This design comes from an exercise in tuning for small area, a short achievable clock period and few clock cycles on the open sky130 flow, not from production work.
Function was not checked in any run shown here: the RTL went through the layout flow alone.
Power and IR drop assume default switching activity.

`flow/constraint.sdc`:
```
create_clock -name core_clock -period 7.0 [get_ports {clk_i}]
set_input_delay 1.4000 -clock core_clock [delete_from_list [all_inputs] [get_ports {clk_i}]]
set_output_delay 1.4000 -clock core_clock [all_outputs]
set_load 0.01 [all_outputs]
```
`flow/config.mk`:
```
export PLATFORM = sky130hd
export DESIGN_NAME = write_batch_record_parser
export DESIGN_NICKNAME = write_batch_record_parser
export VERILOG_FILES = /design/flow/design.v
export SDC_FILE = /design/flow/constraint.sdc
export NUM_CORES = 4
export LEC_CHECK = 0
export CAP_MARGIN = 20
export CORE_MARGIN = 2
export CORE_UTILIZATION = 40
export SLEW_MARGIN = 20
```
`flow/run.sh`:
```
#!/bin/bash
# synth_recipe.tcl (not shown) runs the flow's synth.tcl, then flattens the netlist and writes it again
# the make line also repeats each setting of config.mk as NAME=value (left out here)
make -C /OpenROAD-flow-scripts/flow DESIGN_CONFIG=/design/flow/config.mk WORK_HOME=/design/flow/orfs CLKGATE_MAP_FILE= SYNTH_SCRIPT=/design/flow/synth_recipe.tcl finish
```
`flow/design.v`:
```
`timescale 1ns / 1ps
module write_batch_record_parser (
  input  logic                clk_i,
  input  logic                rst_ni,
  input  logic                in_valid_i,
  output logic                in_ready_o,
  input  logic [41:0]         in_data_i,
  output logic                out_valid_o,
  input  logic                out_ready_i,
  output logic [143:0]        out_data_o,
  input  logic                cfg_valid_i,
  output logic                cfg_ready_o,
  input  logic                cfg_index_i,
  input  logic [31:0]         cfg_data_i
);
  localparam logic [2:0] PhHeader = 3'd0;
  localparam logic [2:0] PhTag    = 3'd1;
  localparam logic [2:0] PhKeyLen = 3'd2;
  localparam logic [2:0] PhValLen = 3'd3;
  localparam logic [2:0] PhKey    = 3'd4;
  localparam logic [2:0] PhVal    = 3'd5;
  localparam logic [2:0] PhErrTag = 3'd6;
  localparam logic [2:0] PhErrLen = 3'd7;
  logic [7:0]  b;
  logic        bf, bl;
  logic [31:0] sp;
  assign b  = in_data_i[41:34];
  assign bf = in_data_i[33];
  assign bl = in_data_i[32];
  assign sp = in_data_i[31:0];
  logic [2:0]  phase_q, phase_n;
  logic        idle_q;
  logic [3:0]  cnt_q, cnt_n;
  logic [31:0] len_q, len_n;
  logic [31:0] diff_q, diff_n;
  logic [63:0] rseq_q;
  logic [31:0] pos_q, pos_n;
  logic        lag_q;
  logic [31:0] rs_q;
  logic        del_q, del_n, ddel_q;
  logic        vp_q;
  logic [31:0] file_q;
  logic        hd_q, hn_q, hs_q;
  logic        sep_q;   
  logic [7:0]  byte_q;
  logic        fe_q, dk_q;
  logic        in_fire, upd, single, pop_done, behind;
  logic        emit_data, do_finish, do_after_key, hdr_end, seq_wr;
  logic [31:0] len_new;
  logic        len_new_zero, len_one, grp_zero;
  logic [2:0]  code;
  assign cfg_ready_o = 1'b1;
  assign out_valid_o = hd_q | hn_q | hs_q;
  assign single      = hd_q ? !(hn_q | hs_q) : (hn_q ? !hs_q : 1'b1);
  assign behind      = hd_q && hn_q && !hs_q;
  assign in_ready_o  = !out_valid_o || (out_ready_i && (single || (behind && !bf)));
  assign in_fire     = in_valid_i && in_ready_o;
  assign upd         = in_fire && (bf || !idle_q);
  assign pop_done    = out_ready_i && !hd_q && hn_q;
  always_comb begin
    for (int i = 0; i < 32; i++) begin
      if (cnt_q == 4'(i / 7)) len_new[i] = b[i % 7];
      else if (cnt_q == 4'd0) len_new[i] = 1'b0;
      else len_new[i] = len_q[i];
    end
  end
  assign grp_zero     = (cnt_q == 4'd4) ? (b[3:0] == 4'd0) : (b[6:0] == 7'd0);
  assign len_new_zero = grp_zero && ((cnt_q == 4'd0) || (len_q == 32'd0));
  assign len_one      = (len_q == 32'd1);
  always_comb begin
    phase_n = phase_q;
    cnt_n   = cnt_q;
    del_n   = del_q;
    diff_n  = diff_q;
    len_n   = len_q;
    seq_wr  = 1'b0;
    hdr_end = 1'b0;
    emit_data    = 1'b0;
    do_finish    = 1'b0;
    do_after_key = 1'b0;
    case (phase_q)
      PhHeader: begin
        cnt_n = cnt_q + 4'd1;
        if (cnt_q[3]) diff_n[{cnt_q[1:0], 3'b000} +: 8] = b;
        else seq_wr = 1'b1;
        if (cnt_q == 4'd11) begin
          hdr_end = 1'b1;
          cnt_n   = 4'd0;
          phase_n = PhTag;
        end
      end
      PhTag: begin
        if (b[7:1] == 7'd0) begin
          del_n   = !b[0];
          phase_n = PhKeyLen;
        end else begin
          phase_n = PhErrTag;
        end
      end
      PhKeyLen, PhValLen: begin
        len_n = len_new;
        cnt_n = cnt_q + 4'd1;
        if (b[7]) begin
          if (cnt_q == 4'd4) phase_n = PhErrLen;
        end else begin
          cnt_n = 4'd0;
          if (phase_q == PhKeyLen) begin
            if (len_new_zero) do_after_key = 1'b1;
            else phase_n = PhKey;
          end else begin
            if (len_new_zero) do_finish = 1'b1;
            else phase_n = PhVal;
          end
        end
      end
      PhKey: begin
        emit_data = 1'b1;
        len_n = len_q - 32'd1;
        if (len_one) do_after_key = 1'b1;
      end
      PhVal: begin
        emit_data = !vp_q;
        len_n = len_q - 32'd1;
        if (len_one) do_finish = 1'b1;
      end
      default: ;
    endcase
    if (do_after_key) begin
      if (del_q) do_finish = 1'b1;
      else phase_n = PhValLen;
    end
    if (do_finish) begin
      diff_n  = diff_q - 32'd1;
      len_n   = (vp_q && !del_q) ? file_q : 32'd0;
      phase_n = PhTag;
    end
  end
  assign pos_n = pos_q + (lag_q ? 32'd2 : 32'd1);
  always_ff @(posedge clk_i or negedge rst_ni) begin
    if (!rst_ni) begin
      phase_q <= PhHeader;
      idle_q  <= 1'b0;
      cnt_q   <= '0;
      pos_q   <= '0;
      lag_q   <= 1'b0;
      rs_q    <= '0;
      vp_q    <= 1'b0;
      file_q  <= '0;
      hd_q    <= 1'b0;
      hn_q    <= 1'b0;
      hs_q    <= 1'b0;
      sep_q   <= 1'b0;
    end else begin
      if (cfg_valid_i) begin
        if (cfg_index_i) file_q <= cfg_data_i;
        else vp_q <= cfg_data_i[0];
      end
      if (upd) begin
        idle_q <= bl;
        hs_q   <= bl;
        sep_q  <= behind && !bf;
        if (bf) begin
          phase_q <= PhHeader;
          cnt_q   <= 4'd1;
          pos_q   <= sp + 32'd1;
          lag_q   <= 1'b0;
          hd_q    <= 1'b0;
          hn_q    <= 1'b0;
        end else begin
          phase_q <= phase_n;
          cnt_q   <= cnt_n;
          if (behind) begin
            lag_q <= 1'b1;
          end else begin
            pos_q <= pos_n;
            lag_q <= 1'b0;
          end
          hd_q    <= emit_data;
          hn_q    <= do_finish || behind;
        end
      end else if (out_ready_i) begin
        if (hd_q) hd_q <= 1'b0;
        else if (hn_q) hn_q <= 1'b0;
        else hs_q <= 1'b0;
      end
      if (upd && bf) rs_q <= sp;
      else if (upd && hdr_end) rs_q <= pos_n;
      else if (pop_done) rs_q <= pos_q;
    end
  end
  always_ff @(posedge clk_i) begin
    if (upd && !bf) begin
      len_q  <= len_n;
      diff_q <= diff_n;
      del_q  <= del_n;
    end
    if (upd && !bf && do_finish) ddel_q <= del_q;
    if (upd && !bf && emit_data) begin
      byte_q <= b;
      fe_q   <= len_one;
      dk_q   <= phase_q[0];
    end
    if (upd && (bf || seq_wr)) begin
      rseq_q[{bf ? 3'd0 : cnt_q[2:0], 3'b000} +: 8] <= b;
    end else if (pop_done) begin
      rseq_q <= rseq_q + 64'd1;
    end
  end
  always_comb begin
    case (phase_q)
      PhErrTag: code = 3'd4;
      PhHeader: code = 3'd1;
      PhTag:    code = (diff_q == 32'd0) ? 3'd0 : 3'd5;
      default:  code = del_q ? 3'd3 : 3'd2;
    endcase
  end
  logic head_done, head_status;
  assign head_done   = !hd_q && hn_q;
  assign head_status = !hd_q && !hn_q;
  assign out_data_o[143]     = !hd_q;
  assign out_data_o[142]     = hd_q ? dk_q : !hn_q;
  assign out_data_o[141:134] = hd_q ? byte_q : 8'd0;
  assign out_data_o[133]     = hd_q && fe_q;
  assign out_data_o[132]     = hd_q ? del_q : (hn_q && ddel_q);
  assign out_data_o[131:68]  = head_done ? rseq_q : 64'd0;
  assign out_data_o[67:36]   = hd_q ? 32'd0 : rs_q;
  assign out_data_o[35:4]    = head_done ? len_q : 32'd0;
  assign out_data_o[3:1]     = head_status ? code : 3'd0;
  assign out_data_o[0]       = hd_q ? !(hn_q | hs_q) : (!hn_q || !hs_q || sep_q);
endmodule
```
==> flow_summary_export.csv, run 1 <==
group,metric,value,unit
placed_design,gp_congestion,0.897,
clocking,clk_latency,0.58,ns
pwr,vdd_ir_drop_max,0.228,mV
drt,first_iter_violations,1368,
critical_path,cp-start-kind,"register",
sta,fin_skew,0.0131,ns
critical_path,crit_fanout,7,
critical_path,rr_worst_depth,7,
yosys,synth_nets,2057,
yosys,yosysMostFrequentCell,"nand2_1",
layout,drive_gt1_frac,0.0762,
critical_path,crit_path_cell_trace,"inv_1, ha_1, or4b_4, nor4_4, and3_1, nand2_1, o31a_1, clkdlybuf4s50_1",
pwr,p_sw,1.61,mW
pwr,leakage,7.66,nW
clocking,clockRootBuffer,"clkbuf_16",
sta,fin_crit_sh,0.723,
sta,worst_slew_pin_slew,1.06,ns
critical_path,reg2reg_to,"diff_q[21]$_DFFE_PP_",
layout,diodes,0,
yosys,synth.distinct_cells,95,
drt,ant_nets,0,
drt,drc,0,
pwr,combPwrFrac,0.258,
global_route,grt_use_met2,0.404,
global_route,grt_pass1_vias,15500,
layout,areaGrowthSynthToFinish,21.5,%
global_route,antenna_found_initial,1,
yosys,synth_ff_type,"edfxtp_1",
yosys,ys_seq_area_frac,0.408,
global_route,overflow,0,
yosys,syn_area,0.0170,sq mm
global_route,met1_usage,0.345,
global_route,top_usage_layer,"met2",
clocking,cts_made_buffers,30,
yosys,ys_seq_elements,249,
yosys,synth_area_leaders,"edfxtp_1, dfrtp_1, a21oi_1",
clocking,cts_resized,0,
clocking,cts_tree,"built",
layout,register_area,0.00693,sq mm
placed_design,portBuffers,225,
yosys,synth_area_per_cell,8.68,sq um
clocking,clock_sinks,249,
critical_path,ff2ff_setup_slack,3.10,ns
layout,nFillCells,3949,
run,max_cap_violations,0,
yosys,synth_warnings,1,
layout,final_nets,2214,
sta,finalSetupTns,0,ns
critical_path,crit_start,"diff_q[0]$_DFFE_PP_",
die,io_pins,227,
pwr,power_frac_seq,0.414,
yosys,syn_inst,1959,
drt,via_count,16400,
yosys,synth.top_cell.area_share,0.247,
drt,totalWireLength,56700,um
pwr,p_total,4.86,mW
run_status,outcome,"finished clean",
sta,finalSetupViolCount,0,
critical_path,path_delay_family,"simple AND/OR/NAND/NOR gates",
clocking,clkSlewWorstSetupHoldPaths,0.06,ns
layout,design_area,0.0207,sq mm
critical_path,crit_slowest_cell,"or4b_4",
clocking,cts_setup_buffers,0,
die,rows,75,
sta,post-route-min-period,5.06,ns
global_route,grt_use_met3,0.0359,
clocking,clock_tree.buffer_depth,3,
yosys,async_reset_ff_frac,0.438,
clocking,postCtsHoldBufs,0,
yosys,synthTopCellsByCount,"nand2_1, a21oi_1, nor2_1",
die,die_y,210,um
pwr,switching_share,0.331,
die,fp.coreArea,0.0419,sq mm
sta,fmaxAchievable,198,MHz
global_route,grtUsageTotal,0.249,
critical_path,r2r-start,"phase_q[2]$_DFFE_PN0P_",
layout,multi_input_area,0.00941,sq mm
sta,final.setup.worst_slack,1.94,ns
critical_path,crit_type,"register to output pin",
critical_path,required,5.60,ns
critical_path,slowest_delay,0.53,ns
sta,slew_headroom,0.285,
placed_design,post-place-ws,1.94,ns
critical_path,cp_num_cells,8,
sta,drv_slew,0,
worst_hold_path,hold_class,"register to register",
layout,postLayoutCoreUtil,0.493,
die,initial_utilization,0.406,
pwr,pwr-share-clk,0.328,
drt,via_per_inst,6.14,
pwr,p_per_area,235,mW/mm^2
yosys,synth-edff-count,140,
drt,drtPass1Iterations,6,
placed_design,dp.final_hpwl,39600,um
drt,wl_per_cell,21.1,um
global_route,grt_max_degree,89,
pwr,p_int,3.25,mW
sta,hold_viol,0,
clocking,htree_num_levels,1,
global_route,grt_pass1_wl,88200,um
die,fp.dieW,210,um
placed_design,placed_area,0.0197,sq mm
critical_path,crit_buf_inv,2,
critical_path,end_kind,"output pin",
critical_path,arrival,3.66,ns
sta,rsz0062_at_grt,"false",
critical_path,endpoint,"out_data_o[1]",
die,dieArea,0.0442,sq mm
yosys,synth.largest_area_cell,"edfxtp_1",
[metal layers]
| layer | wire (um) | vias up |
|---|---|---|
| li1 | - | 7657 |
| met1 | 24600 | 7940 |
| met2 | 26100 | 729 |
| met3 | 4420 | 109 |
| met4 | 1490 | 2 |
| met5 | 13 | - |
[tightest hold or removal path: stages (launching register included)]
cell	delay, ns
dfrtp_1	0.34
nand2_1	0.05
o21ai_1	0.06
[cells in the final DEF (no fill, tap or decap), types with 17 or more instances in the layout]
cell	netlist	layout
nor2b_1	39	37
nor3_1	72	71
clkbuf_16	0	34
o22ai_1	28	28
buf_4	3	30
xnor2_1	33	33
a21oi_1	182	181
xor2_1	47	47
and3_1	122	122
a211oi_1	19	18
edfxtp_1	140	140
inv_1	43	42
o21ai_1	40	39
nand3_1	90	90
a221oi_1	29	29
o21ai_0	69	69
and2_1	31	31
ha_1	17	17
nor2_1	166	166
dfrtp_1	109	107
nor4_1	28	28
mux2_2	36	36
nand2_1	187	186
nand4_1	32	32
clkdlybuf4s50_1	0	224
[stage by stage]
stage / hold WS (ns) / instances
2_1_floorplan: 0.423 / 1959
3_3_place_gp: 0.483 / 2622
3_5_place_dp: 0.486 / 2622
4_1_cts: 0.499 / 2678
5_1_grt: 0.526 / 2679
6_report: 0.488 / 2679
[power groups by stage]
stage          Combinational (mW)  Clock (mW)  Sequential (mW)
2_1_floorplan               0.865           0             1.93
3_3_place_gp                 1.21           0             2.03
3_5_place_dp                 1.24           0             2.03
4_1_cts                      1.24        1.62             2.01
5_1_grt                      1.38        1.67             2.04
6_report                     1.25        1.59             2.01
[layout make-up]
| class | count | area share |
|---|---|---|
| Timing Repair Buffer | 254 | 0.119 |
| Tap cell | 539 | 0.0326 |
| Clock inverter | 9 | 0.00248 |
| Sequential cell | 249 | 0.336 |
| Inverter | 47 | 0.00854 |
| Multi-Input combinational cell | 1534 | 0.455 |
| Clock buffer | 47 | 0.0460 |
[worst min path at each step]
stage	startpoint	slack (ns)	depth (start not counted)	endpoint
after floorplan	phase_q[0]$_DFFE_PN0P_	0.42	0	dk_q$_DFFE_PP_
after global placement	rs_q[9]$_DFFE_PN0P_	0.48	2	rs_q[9]$_DFFE_PN0P_
after detailed placement	rs_q[9]$_DFFE_PN0P_	0.49	2	rs_q[9]$_DFFE_PN0P_
after CTS	rs_q[9]$_DFFE_PN0P_	0.50	2	rs_q[9]$_DFFE_PN0P_
after global routing	file_q[22]$_DFFE_PN0P_	0.53	1	file_q[22]$_DFFE_PN0P_
final	rs_q[9]$_DFFE_PN0P_	0.49	2	rs_q[9]$_DFFE_PN0P_
[sequential cells by signal (all words and copies together), names as in the netlist, 3 cells and up]
name and count:
file_q 32, len_q 32, cnt_q 4, pos_q 32, byte_q 8, phase_q 3, rseq_q 64, rs_q 32
diff_q 32
[kinds of logic after synthesis]
logic type               Yosys count  synth area share
AND/OR/NAND/NOR                  876             0.274
XOR/XNOR                          80            0.0412
flip-flops                       249             0.408
adder cells (fa/ha/maj)           18            0.0137
buffers and inverters            176            0.0415
multiplexers                      41            0.0271
AO/OA/AOI/OAI                    518             0.195
other                              1          0.000220
==> inputs of run 2 (changes only) <==
--- a/flow/design.v
+++ b/flow/design.v
@@ -163,6 +163,6 @@
           phase_q <= PhHeader;
           cnt_q   <= 4'd1;
-          pos_q   <= sp + 32'd1;
-          lag_q   <= 1'b0;
+          pos_q   <= sp;
+          lag_q   <= 1'b1;
           hd_q    <= 1'b0;
           hn_q    <= 1'b0;
--- a/flow/config.mk
+++ b/flow/config.mk
@@ -9,3 +9,4 @@
 export CORE_MARGIN = 2
 export CORE_UTILIZATION = 40
+export SETUP_SLACK_MARGIN = 3.7
 export SLEW_MARGIN = 20
==> run 2 against run 1 <==
Die area is 3.7% lower; register-to-register slack better by 0.43 ns; core utilization is 7.1 points higher; sequential power hardly changed; sequential cell count is 1 higher; wire length is 11% higher; first-iteration DRC count is 36% higher; sequential share of layout area is 3.2 points lower; final cell count is 2.0% higher; clock skew is 0.0050 ns higher; global-route usage is 3.1 points higher.
==> flow_summary_export.csv, run 2 <==
group,metric,value,unit
sta,post-route-min-period,4.70,ns
sta,rsz0062_at_grt,"true",
drt,drc,0,
layout,areaGrowthSynthToFinish,40.0,%
layout,drive_gt1_frac,0.286,
yosys,ys_seq_elements,250,
sta,hold_viol,0,
die,fp.dieW,206,um
yosys,synthTopCellsByCount,"nand2_1, nor2_1, edfxtp_1",
sta,finalSetupTns,0,ns
critical_path,crit_slowest_cell,"or4_4",
sta,drv_slew,0,
global_route,grt_pass1_vias,15700,
pwr,p_total,5.03,mW
yosys,syn_inst,1869,
drt,wl_per_cell,22.9,um
sta,slew_headroom,0.416,
placed_design,gp_congestion,0.892,
die,die_y,206,um
yosys,synth.top_cell.area_share,0.257,
die,dieArea,0.0425,sq mm
clocking,postCtsHoldBufs,0,
global_route,overflow,0,
layout,nFillCells,3548,
drt,via_count,16700,
yosys,synth-edff-count,140,
layout,final_common_cell,"nand2_1",
placed_design,dp.final_hpwl,37100,um
critical_path,crit_path_cell_trace,"or4_4, or4_4, or4_4, or3_4, o21ai_2, a21boi_2, buf_2",
layout,largest_reg_flops,64,
yosys,synth_nets,1966,
drt,drtPass1Iterations,6,
pwr,vdd_ir_drop_max,0.177,mV
critical_path,crit_fanout,3,
drt,via_per_inst,6.10,
die,rows,74,
clocking,clk_latency,0.57,ns
critical_path,worst_path_most_repeated_cell,"or4_4",
global_route,grtUsageTotal,0.280,
clocking,cts_made_buffers,29,
pwr,p_per_area,220,mW/mm^2
yosys,synth_ff_type,"edfxtp_1",
global_route,grt_max_degree,61,
die,io_pins,227,
yosys,ys_seq_area_frac,0.425,
layout,post_layout_nonfiller_instances,2732,
clocking,clock_sinks,250,
layout,final_nets,2274,
yosys,async_reset_ff_frac,0.440,
drt,totalWireLength,62600,um
yosys,syn_area,0.0164,sq mm
pwr,leakage,9.06,nW
critical_path,cp-start-kind,"register",
critical_path,required,5.60,ns
yosys,synth.distinct_cells,81,
run,max_cap_violations,0,
global_route,grt_pass1_wl,92400,um
sta,fmaxAchievable,213,MHz
yosys,synth_area_per_cell,8.75,sq um
die,fp.coreArea,0.0406,sq mm
global_route,antenna_found_initial,1,
placed_design,portBuffers,225,
pwr,p_int,3.32,mW
clocking,clockRootBuffer,"clkbuf_16",
clocking,cts_tree,"built",
critical_path,crit_type,"register to output pin",
pwr,pwr-share-clk,0.301,
pwr,power_frac_seq,0.401,
clocking,htree_num_levels,1,
layout,final_cell_mix,"nand2_1, edfxtp_1, nor2_1",
sta,worst_slew_pin_slew,0.873,ns
sta,fin_skew,0.0181,ns
pwr,p_sw,1.72,mW
pwr,switching_share,0.341,
yosys,yosysMostFrequentCell,"nand2_1",
worst_hold_path,hold_class,"register to register",
clocking,clkSlewWorstSetupHoldPaths,0.06,ns
critical_path,end_kind,"output pin",
pwr,combPwrFrac,0.298,
die,initial_utilization,0.403,
layout,top_register,"rseq_q",
run_status,outcome,"finished clean",
sta,finalSetupViolCount,0,
drt,ant_nets,0,
clocking,clock_tree.buffer_depth,3,
placed_design,dp_cells,2525,
yosys,synth.largest_area_cell,"edfxtp_1",
yosys,synth_warnings,1,
critical_path,arrival,3.30,ns
yosys,synth_area_leaders,"edfxtp_1, dfrtp_1, and3_1",
critical_path,slowest_delay,0.56,ns
sta,fin_crit_sh,0.672,
drt,first_iter_violations,1854,
## run 2: changes by cell type in the layout (fill, tap and decap cells not counted), sizes merged, moves of 13 or more
cell	before	now
clkbuf	47	97
nand4	34	14
o31ai	7	23
dlygate4sd2	0	32
a21oi	183	125
a221oi	29	42
buf	30	238
nor2	167	146
clkdlybuf4s50	224	68
nor4	39	26
o21ai	109	125
## run 2: logic make-up (layout without fill, tap and decap cells)
logic type                 after synthesis  after routing  share of synthesized area
AOI/OAI and AO/OA                      489            493                      0.193
xor gates and xnor gates                70             70                     0.0375
adders and majority gates               17             17                     0.0135
buffers and inverters                  175            500                     0.0424
DFF                                    250            250                      0.425
muxes                                   42             42                     0.0284
other                                    1              2                   0.000229
and+or+nand+nor                        825            826                      0.260
## run 2: area by class of cell
cell class / count / area, sq um / area share
multi-input cells: 1449 / 10100 / 0.442
flip-flops and latches: 250 / 6960 / 0.304
repair buffers: 401 / 4000 / 0.175
clock buffers: 40 / 840 / 0.0366
well taps: 532 / 666 / 0.0291
inverters: 44 / 200 / 0.00874
clock inverters: 13 / 91.3 / 0.00399
repair inverters: 2 / 20.0 / 0.000874
diodes: 1 / 2.50 / 0.000109
## run 2: critical path: cells and delay by family (launching register included)
family	cells	cell delay [ns]
flip-flops	1	0.39
AND/OR/NAND/NOR	4	1.95
buffers and inverters	1	0.15
AO/OA/AOI/OAI	2	0.25
## run 2: final timing paths
kind,cells past startpoint,slack [ns],from,end
hold reg to reg,2,0.48,rs_q[17]$_DFFE_PN0P_,rs_q[17]$_DFFE_PN0P_
setup / recovery,7,2.30,diff_q[13]$_DFFE_PP_,out_data_o[3]
hold / removal,2,0.48,rs_q[17]$_DFFE_PN0P_,rs_q[17]$_DFFE_PN0P_
setup reg to reg,11,3.53,cnt_q[0]$_DFFE_PN0P_,diff_q[18]$_DFFE_PP_
min in group asynchronous,1,0.92,rst_ni,file_q[17]$_DFFE_PN0P_
max in group asynchronous,2,4.71,rst_ni,hn_q$_DFFE_PN0P_
## run 2: timing repair
action                     CTS  global route
gates resized for setup    460           354
pin swaps                   21            38
setup endpoints to repair  461           323
setup buffers               78            50
cloned                      16             9
## run 2: power by group through the flow
stage / combinational (mW) / clock (mW) / sequential (mW)
2_1_floorplan: 0.945 / 0 / 1.95
6_report: 1.50 / 1.52 / 2.02
3_3_place_gp: 1.31 / 0 / 2.03
5_1_grt: 1.62 / 1.58 / 2.04
4_1_cts: 1.40 / 1.53 / 2.01
3_5_place_dp: 1.34 / 0 / 2.03
## run 2: routing by layer
layer	global-route usage	vias to the layer above	share of wire
met5	0	-	0.00021
met4	0.108	2	0.038
met3	0.0380	131	0.082
met2	0.437	836	0.45
met1	0.395	8062	0.43
li1	-	7638	-
## run 2: stage by stage
| stage | hold slack [ns] | util | setup WS [ns] | area [sq um] |
|---|---|---|---|---|
| floorplan | 0.423 | - | 2.84 | 17100 |
| global placement | 0.467 | 0.480 | 1.71 | 19500 |
| detailed placement | 0.463 | 0.480 | 1.64 | 19500 |
| CTS | 0.480 | 0.537 | 2.25 | 21800 |
| global route | 0.508 | 0.564 | 2.24 | 22900 |
| finish | 0.476 | 0.564 | 2.30 | 22900 |

## afterwards: timing with drivers on the ports
Ports are ideal in the flow. The routed layouts listed here were re-timed in OpenROAD. Step 1 assumes that a clkbuf_16 drives the clock port and a buf_2 every other input. Step 2 also shifts input and output timing later by t, the mid clock arrival at the registers, as if the neighbouring blocks saw the same clock. Three values: ideal, step 1, step 2; two values: the first two.
run | shift t [ns] | setup slack, ns | latest minus earliest clock arrival (ns) | worst data-port slew with drivers (ns)
run 1 | 0.632 | 1.942 / 1.888 / 1.866 | 0.014 / 0.014 | 0.09
run 2 | 0.622 | 2.297 / 2.241 / 2.863 | 0.020 / 0.020 | 0.12
After both steps every run listed still meets setup and hold. The setup slack of run 1, which loses most, moves by -0.054 ns with the drivers and by -0.076 ns with both steps.
